Source: an optimization exercise on an open RTL-to-GDS flow (aim: small area, a short achievable clock period and few clock cycles per item). Production flows keep margins and buffers that such runs may drop.
Only simulation tests tie the RTL to the original design; equivalence was not proved.

## npu_requant
module npu_requant #(
  localparam int M_LEN  = 32,
  localparam int S_LEN  = 32,
  localparam int SH_LEN = 5
) (
  input  logic              clk_i,
  input  logic              rstn_i,
  input  logic              clear_i,
  input  logic [M_LEN-1:0]  acc_i,
  input  logic [S_LEN-1:0]  mult_i,
  input  logic [SH_LEN-1:0] shift_i,
  input  logic              valid_i,
  output logic              ready_o,
  output logic [M_LEN-1:0]  data_o,
  output logic              valid_o,
  input  logic              ready_i
);
Settings: LEC_CHECK=0, CAP_MARGIN=5, CORE_MARGIN=2, CORE_UTILIZATION=65, CTS_BUF_LIST=sky130_fd_sc_hd__clkbuf_8, SETUP_SLACK_MARGIN=5, SLEW_MARGIN=5, SYNTH_HIERARCHICAL=1, SYNTH_MINIMUM_KEEP_SIZE=0; clock period 10.0 ns.
standard.sh (not shown) runs the stock make flow with config.mk's settings and CLKGATE_MAP_FILE= SYNTH_SCRIPT=/design/flow/synth_recipe.tcl, a recipe that flattens the netlist after the stock synthesis.
==> flow/flow/run.sh <==
#!/bin/bash
# The standard ORFS layout (standard.sh) with different repair settings:
#   SETUP_SLACK_MARGIN=5.7 SKIP_GATE_CLONING=1 "BUFFER_PORTS_ARGS=-buffer_cell sky130_fd_sc_hd__buf_1" "CTS_ARGS=-sink_clustering_enable -repair_clock_nets -buf_list sky130_fd_sc_hd__clkbuf_8 -dont_use_dummy_load -sink_clustering_size 12 -sink_clustering_max_diameter 100"
# All of the flow's output goes to standard.log; ORFS keeps each step's log under orfs/logs.
set -euo pipefail
bash standard.sh SETUP_SLACK_MARGIN=5.7 SKIP_GATE_CLONING=1 "BUFFER_PORTS_ARGS=-buffer_cell sky130_fd_sc_hd__buf_1" "CTS_ARGS=-sink_clustering_enable -repair_clock_nets -buf_list sky130_fd_sc_hd__clkbuf_8 -dont_use_dummy_load -sink_clustering_size 12 -sink_clustering_max_diameter 100" finish > standard.log 2>&1
The first run finished with timing, DRC and antenna clean.
Testbench counts at the start, summed over its fixed seeds: cycles 8,012, items 8,000.
Next try:
==> flow/flow/run.sh (replaced) <==
#!/bin/bash
# The standard ORFS layout (standard.sh) with different repair settings:
#   SETUP_SLACK_MARGIN=5.6 "BUFFER_PORTS_ARGS=-buffer_cell sky130_fd_sc_hd__buf_1"
# All of the flow's output goes to standard.log; ORFS keeps each step's log under orfs/logs.
set -euo pipefail
bash standard.sh SETUP_SLACK_MARGIN=5.6 "BUFFER_PORTS_ARGS=-buffer_cell sky130_fd_sc_hd__buf_1" finish > standard.log 2>&1
Settings changed: CAP_MARGIN 5 to 10, CORE_UTILIZATION 65 to 50, SLEW_MARGIN 5 to 10.
Clock-buffer cell count rises by 19; maximum frequency drops by about 2.4%; final area climbs by about 1.8%; routed wire length climbs by about 4%; via count goes down by 1.1%; non-clock buffer count came out lower by 3; setup slack got worse by 100 ps.
Next try:
==> flow/flow/run.sh (replaced) <==
#!/bin/bash
# The standard ORFS layout (standard.sh) with different repair settings:
#   SETUP_SLACK_MARGIN=5.7 "BUFFER_PORTS_ARGS=-buffer_cell sky130_fd_sc_hd__buf_1" "CTS_ARGS=-sink_clustering_enable -repair_clock_nets -buf_list sky130_fd_sc_hd__clkbuf_8 -dont_use_dummy_load -sink_clustering_size 10 -sink_clustering_max_diameter 90"
# All of the flow's output goes to standard.log; ORFS keeps each step's log under orfs/logs.
set -euo pipefail
bash standard.sh SETUP_SLACK_MARGIN=5.7 "BUFFER_PORTS_ARGS=-buffer_cell sky130_fd_sc_hd__buf_1" "CTS_ARGS=-sink_clustering_enable -repair_clock_nets -buf_list sky130_fd_sc_hd__clkbuf_8 -dont_use_dummy_load -sink_clustering_size 10 -sink_clustering_max_diameter 90" finish > standard.log 2>&1
Settings changed: CAP_MARGIN 10 to 5, CORE_UTILIZATION 50 to 65, SLEW_MARGIN 10 to 5.
Area after synthesis stays the same.
Critical path depth stays the same.
Synthesized cell count stays the same.
Non-clock buffer count grows by 5.
Maximum frequency rises by a few percent.
Hold slack degrades by 3.2 ps.
Clock-buffer cell count decreases by 14.


npu_requant, a different RTL version from the one above (not shown whole).
Size in the first run: about 2700 cells after synthesis, about 220 flip-flops, ~30000 um^2 of cells after synthesis.
## npu_requant
module npu_requant #(
  localparam int M_LEN  = 32,
  localparam int S_LEN  = 32,
  localparam int SH_LEN = 5
) (
  input  logic              clk_i,
  input  logic              rstn_i,
  input  logic              clear_i,
  input  logic [M_LEN-1:0]  acc_i,
  input  logic [S_LEN-1:0]  mult_i,
  input  logic [SH_LEN-1:0] shift_i,
  input  logic              valid_i,
  output logic              ready_o,
  output logic [M_LEN-1:0]  data_o,
  output logic              valid_o,
  input  logic              ready_i
);
export LEC_CHECK = 0
export CAP_MARGIN = 20
export CORE_MARGIN = 2
export CORE_UTILIZATION = 40
export CTS_BUF_LIST = sky130_fd_sc_hd__clkbuf_8
export SETUP_SLACK_MARGIN = 5
export SLEW_MARGIN = 20
export SYNTH_HIERARCHICAL = 1
export SYNTH_MINIMUM_KEEP_SIZE = 0
create_clock -name core_clock -period 10.0 [get_ports {clk_i}]
==> flow/flow/run.sh <==
#!/bin/bash
# The standard ORFS layout (standard.sh) with different repair settings:
#   SETUP_SLACK_MARGIN=5.6 "BUFFER_PORTS_ARGS=-buffer_cell sky130_fd_sc_hd__buf_1"
# All of the flow's output goes to standard.log; ORFS keeps each step's log under orfs/logs.
set -euo pipefail
bash standard.sh SETUP_SLACK_MARGIN=5.6 "BUFFER_PORTS_ARGS=-buffer_cell sky130_fd_sc_hd__buf_1" finish > standard.log 2>&1
Testbench counts at the start, summed over its fixed seeds: cycles 8,012, items 8,000.
Change:
- CTS_BUF_LIST: sky130_fd_sc_hd__clkbuf_8 -> unset
Sequential cell count is unchanged.
Wire length barely changes.
Non-clock buffer count went down by 4.
Change:
==> flow/run.sh (new file) <==
#!/bin/bash
# synth_recipe.tcl (not shown) runs the flow's synth.tcl, then flattens the netlist and writes it again
# the make line also repeats each setting of config.mk as NAME=value (left out here)
make -C /OpenROAD-flow-scripts/flow DESIGN_CONFIG=/design/flow/config.mk WORK_HOME=/design/flow/orfs CLKGATE_MAP_FILE= SYNTH_SCRIPT=/design/flow/synth_recipe.tcl finish
removed: flow/flow/run.sh
removed: flow/standard.sh
Sequential share of layout area shrinks by 0.10 points.
Die area does not change.
Global-route usage stays flat.
Change:
==> flow/flow/run.sh (new file) <==
#!/bin/bash
# The standard ORFS layout (standard.sh) with different repair settings:
#   SETUP_SLACK_MARGIN=5.6 "BUFFER_PORTS_ARGS=-buffer_cell sky130_fd_sc_hd__buf_1"
# All of the flow's output goes to standard.log; ORFS keeps each step's log under orfs/logs.
set -euo pipefail
bash standard.sh SETUP_SLACK_MARGIN=5.6 "BUFFER_PORTS_ARGS=-buffer_cell sky130_fd_sc_hd__buf_1" finish > standard.log 2>&1
==> flow/standard.sh (new file) <==
#!/bin/bash
# synth_recipe.tcl (not shown) runs the flow's synth.tcl, then flattens the netlist and writes it again
# the make line also repeats each setting of config.mk as NAME=value (left out here)
make -C /OpenROAD-flow-scripts/flow DESIGN_CONFIG=/design/flow/config.mk WORK_HOME=/design/flow/orfs CLKGATE_MAP_FILE= SYNTH_SCRIPT=/design/flow/synth_recipe.tcl "${@:-finish}"
- CTS_BUF_LIST: unset -> sky130_fd_sc_hd__clkbuf_4 sky130_fd_sc_hd__clkbuf_8
- CTS_CLUSTER_SIZE: unset -> 30
removed: flow/run.sh
After rerunning: Global-route usage is about the same. Wire length increases by 0.34%. Worst setup slack is better by 0.52 ns. Synthesized cell count stays the same. Die area is unchanged. Area after synthesis stays the same. Via count decreases by 0.50%. Cell area decreases by 0.95%.


Setup of run A:
npu_requant with an RTL version that a note above also has.
Size in the first run: roughly 2500 cells after synthesis, roughly 220 flip-flops, about 0.030 mm2 of cells after synthesis.
Settings: LEC_CHECK=0, CAP_MARGIN=5, CORE_MARGIN=2, CORE_UTILIZATION=60, CTS_BUF_LIST=sky130_fd_sc_hd__clkbuf_8, GPL_TIMING_DRIVEN=0, SETUP_SLACK_MARGIN=5, SLEW_MARGIN=5, SYNTH_HIERARCHICAL=1, SYNTH_MINIMUM_KEEP_SIZE=0; clock period 10.0 ns.
==> flow/flow/run.sh <==
#!/bin/bash
# The standard ORFS layout (standard.sh) with different repair settings:
#   SETUP_SLACK_MARGIN=5.7 "BUFFER_PORTS_ARGS=-buffer_cell sky130_fd_sc_hd__buf_1" "CTS_ARGS=-sink_clustering_enable -repair_clock_nets -buf_list sky130_fd_sc_hd__clkbuf_8 -dont_use_dummy_load"
# All of the flow's output goes to standard.log; ORFS keeps each step's log under orfs/logs.
set -euo pipefail
bash standard.sh SETUP_SLACK_MARGIN=5.7 "BUFFER_PORTS_ARGS=-buffer_cell sky130_fd_sc_hd__buf_1" "CTS_ARGS=-sink_clustering_enable -repair_clock_nets -buf_list sky130_fd_sc_hd__clkbuf_8 -dont_use_dummy_load" finish > standard.log 2>&1
Testbench counts of run A, summed over its fixed seeds: cycles 8,012, items 8,000.
Input changes introduced in run B (baseline for comparison: run A):
==> flow/flow/run.sh <==
#!/bin/bash
# The standard ORFS layout (standard.sh) with different repair settings:
#   SETUP_SLACK_MARGIN=5.7 "BUFFER_PORTS_ARGS=-buffer_cell sky130_fd_sc_hd__buf_1" "CTS_ARGS=-sink_clustering_enable -repair_clock_nets -buf_list sky130_fd_sc_hd__clkbuf_8 -dont_use_dummy_load -sink_clustering_size 12 -sink_clustering_max_diameter 100"
# All of the flow's output goes to standard.log; ORFS keeps each step's log under orfs/logs.
set -euo pipefail
bash standard.sh SETUP_SLACK_MARGIN=5.7 "BUFFER_PORTS_ARGS=-buffer_cell sky130_fd_sc_hd__buf_1" "CTS_ARGS=-sink_clustering_enable -repair_clock_nets -buf_list sky130_fd_sc_hd__clkbuf_8 -dont_use_dummy_load -sink_clustering_size 12 -sink_clustering_max_diameter 100" finish > standard.log 2>&1
diff --git a/flow/config.mk b/flow/config.mk
--- a/flow/config.mk
+++ b/flow/config.mk
@@ -9,5 +9,4 @@
 export CORE_MARGIN = 2
-export CORE_UTILIZATION = 60
+export CORE_UTILIZATION = 62
 export CTS_BUF_LIST = sky130_fd_sc_hd__clkbuf_8
-export GPL_TIMING_DRIVEN = 0
 export SETUP_SLACK_MARGIN = 5
==> summary.txt <==
Achievable clock frequency: run B better than run A
On sequential cell count, run A and run B are basically level.
Start point of the critical path: sh1_q[2] -> run B, accn1_q[8] -> run A
Run B ends up with lower minimum clock period after layout than run A does.
In the metrics for run A and run B, the one carrying the lower sequential share of layout area is run A.
Run B vs run A — detailed-route wire length on metal 1 dropped about 7%.
Setup changes, run B to run C
==> flow/flow/run.sh <==
#!/bin/bash
# The standard ORFS layout (standard.sh) with different repair settings:
#   SETUP_SLACK_MARGIN=5.6 "BUFFER_PORTS_ARGS=-buffer_cell sky130_fd_sc_hd__buf_1" "CTS_ARGS=-sink_clustering_enable -repair_clock_nets -buf_list sky130_fd_sc_hd__clkbuf_8 -dont_use_dummy_load" RECOVER_POWER=100
# All of the flow's output goes to standard.log; ORFS keeps each step's log under orfs/logs.
set -euo pipefail
bash standard.sh SETUP_SLACK_MARGIN=5.6 "BUFFER_PORTS_ARGS=-buffer_cell sky130_fd_sc_hd__buf_1" "CTS_ARGS=-sink_clustering_enable -repair_clock_nets -buf_list sky130_fd_sc_hd__clkbuf_8 -dont_use_dummy_load" RECOVER_POWER=100 finish > standard.log 2>&1
diff --git a/flow/config.mk b/flow/config.mk
--- a/flow/config.mk
+++ b/flow/config.mk
@@ -7,8 +7,8 @@
 export LEC_CHECK = 0
-export CAP_MARGIN = 5
+export CAP_MARGIN = 10
 export CORE_MARGIN = 2
-export CORE_UTILIZATION = 62
+export CORE_UTILIZATION = 50
 export CTS_BUF_LIST = sky130_fd_sc_hd__clkbuf_8
 export SETUP_SLACK_MARGIN = 5
-export SLEW_MARGIN = 5
+export SLEW_MARGIN = 10
 export SYNTH_HIERARCHICAL = 1
==> summary.txt <==
[flow] run C | stages: complete | final checks: fail | reason: max-capacitance violations, max-slew violations
On number of nets in the final layout, run C tracks run B almost exactly.
Relative to run B, mean routed wirelength per cell has decreased by 4.4% in run C.
[compare] base=run B new=run C: relative area of non-clock buffer cells in the final design has decreased; number of CTS-inserted buffers rose about 70%.
From run B to run C the numbers moved as follows: overall routing resource usage lost 7.6 points.
Against run B, count of clock-buffer cells in the layout in run C rose by more than half.
A standard cell with the maximum stage delay on the critical path of clkbuf_1 is what run C shows, while fa_2 belongs to run B.
Run C vs. run B: area enclosed by the die boundary went up by 24%.
Run C — fraction of final layout cells sized beyond drive strength 1 1.9 points lower, run B as reference
Critical path startpoint: sh1_q[2] -> run B, a2_q[0] -> run C
Edits applied to the flow inputs when going from run C to run D:
==> flow/flow/run.sh <==
#!/bin/bash
# The standard ORFS layout (standard.sh) with different repair settings:
#   SETUP_SLACK_MARGIN=5.7 "BUFFER_PORTS_ARGS=-buffer_cell sky130_fd_sc_hd__buf_1" "CTS_ARGS=-sink_clustering_enable -repair_clock_nets -buf_list sky130_fd_sc_hd__clkbuf_8 -dont_use_dummy_load -sink_clustering_size 12 -sink_clustering_max_diameter 100"
# All of the flow's output goes to standard.log; ORFS keeps each step's log under orfs/logs.
set -euo pipefail
bash standard.sh SETUP_SLACK_MARGIN=5.7 "BUFFER_PORTS_ARGS=-buffer_cell sky130_fd_sc_hd__buf_1" "CTS_ARGS=-sink_clustering_enable -repair_clock_nets -buf_list sky130_fd_sc_hd__clkbuf_8 -dont_use_dummy_load -sink_clustering_size 12 -sink_clustering_max_diameter 100" finish > standard.log 2>&1
diff --git a/flow/config.mk b/flow/config.mk
--- a/flow/config.mk
+++ b/flow/config.mk
@@ -7,8 +7,8 @@
 export LEC_CHECK = 0
-export CAP_MARGIN = 10
+export CAP_MARGIN = 0
 export CORE_MARGIN = 2
-export CORE_UTILIZATION = 50
+export CORE_UTILIZATION = 65
 export CTS_BUF_LIST = sky130_fd_sc_hd__clkbuf_8
 export SETUP_SLACK_MARGIN = 5
-export SLEW_MARGIN = 10
+export SLEW_MARGIN = 0
 export SYNTH_HIERARCHICAL = 1
--- outcome ---
FAIL: run C; every other run in run D and run C is clean
Looking only at width of the chip, and setting everything else aside, the higher value of run D and run C goes to run C.
Summary of run D over run C: worst setup slack shows an increase of 1.97 ns, non-clock buffer count went up 4, clock skew saw an increase, met3 track demand over resource moved up.
Of run D and run C, run D shows the higher number of inserted diodes, with run C below it.
--- input diff run D..run E ---
==> flow/flow/run.sh <==
#!/bin/bash
# The standard ORFS layout (standard.sh) with different repair settings:
#   SETUP_SLACK_MARGIN=5.75 "BUFFER_PORTS_ARGS=-buffer_cell sky130_fd_sc_hd__buf_1" "CTS_ARGS=-sink_clustering_enable -repair_clock_nets -buf_list sky130_fd_sc_hd__clkbuf_8 -dont_use_dummy_load -sink_clustering_size 12 -sink_clustering_max_diameter 100"
# All of the flow's output goes to standard.log; ORFS keeps each step's log under orfs/logs.
set -euo pipefail
bash standard.sh SETUP_SLACK_MARGIN=5.75 "BUFFER_PORTS_ARGS=-buffer_cell sky130_fd_sc_hd__buf_1" "CTS_ARGS=-sink_clustering_enable -repair_clock_nets -buf_list sky130_fd_sc_hd__clkbuf_8 -dont_use_dummy_load -sink_clustering_size 12 -sink_clustering_max_diameter 100" finish > standard.log 2>&1
diff --git a/flow/config.mk b/flow/config.mk
--- a/flow/config.mk
+++ b/flow/config.mk
@@ -7,3 +7,3 @@
 export LEC_CHECK = 0
-export CAP_MARGIN = 0
+export CAP_MARGIN = 5
 export CORE_MARGIN = 2
@@ -12,3 +12,3 @@
 export SETUP_SLACK_MARGIN = 5
-export SLEW_MARGIN = 0
+export SLEW_MARGIN = 5
 export SYNTH_HIERARCHICAL = 1
## What came out
Run E: worst slack on hold paths 0.047 ns below run D. Run E vs run D — filler-free cell count of the finished design climbed slightly. Run E and run D ended up with nearly the same clock-cell share of area. Critical path depth delta for run E relative to run D: 8 higher. Going from run D to run E, detailed-routing wirelength on met1 grows by 800 um.

re-timing with driven ports:
In the flow no input, the clock included, has a driving cell. The finished layouts below were timed again as built, in two steps. Step 1, drivers: a clkbuf_16 drives clk_i and a buf_2 each remaining input, both assumed. Step 2 also shifts input and output timing later by t, the mid clock arrival at the registers, as if the neighbouring blocks saw the same clock. Slacks: ideal / step 1 / step 2; pairs: ideal / step 1.
run	t (ns)	slack for setup (ns)	worst register clock-pin slew, ns	worst slew at a driven data input, ns
the first run of note 1	0.686	5.712 / 5.672 / 5.672	0.10 / 0.10	0.05
the second run of note 1	0.692	5.608 / 5.472 / 5.472	0.08 / 0.08	0.16
the third run of note 1	0.674	5.701 / 5.673 / 5.673	0.09 / 0.09	0.05
the first run of note 2	0.649	5.605 / 5.565 / 5.565	0.06 / 0.06	0.11
the second run of note 2	0.647	5.618 / 5.554 / 5.554	0.07 / 0.07	0.12
the third run of note 2	0.634	5.092 / 5.001 / 5.001	0.06 / 0.06	0.09
the fourth run of note 2	0.649	5.609 / 5.565 / 5.565	0.07 / 0.07	0.11
run A	0.686	5.119 / 5.119 / 5.119	0.07 / 0.07	0.07
run B	0.665	5.731 / 5.655 / 5.476	0.10 / 0.10	0.14
run C	0.647	3.737 / 3.737 / 3.223	0.06 / 0.06	0.13
run D	0.686	5.712 / 5.672 / 5.672	0.10 / 0.10	0.05
run E	0.661	5.738 / 5.611 / 5.610	0.10 / 0.10	0.19
For run C, which loses most, drivers alone change the setup slack by 0.000 ns; drivers and shift together by -0.514 ns.
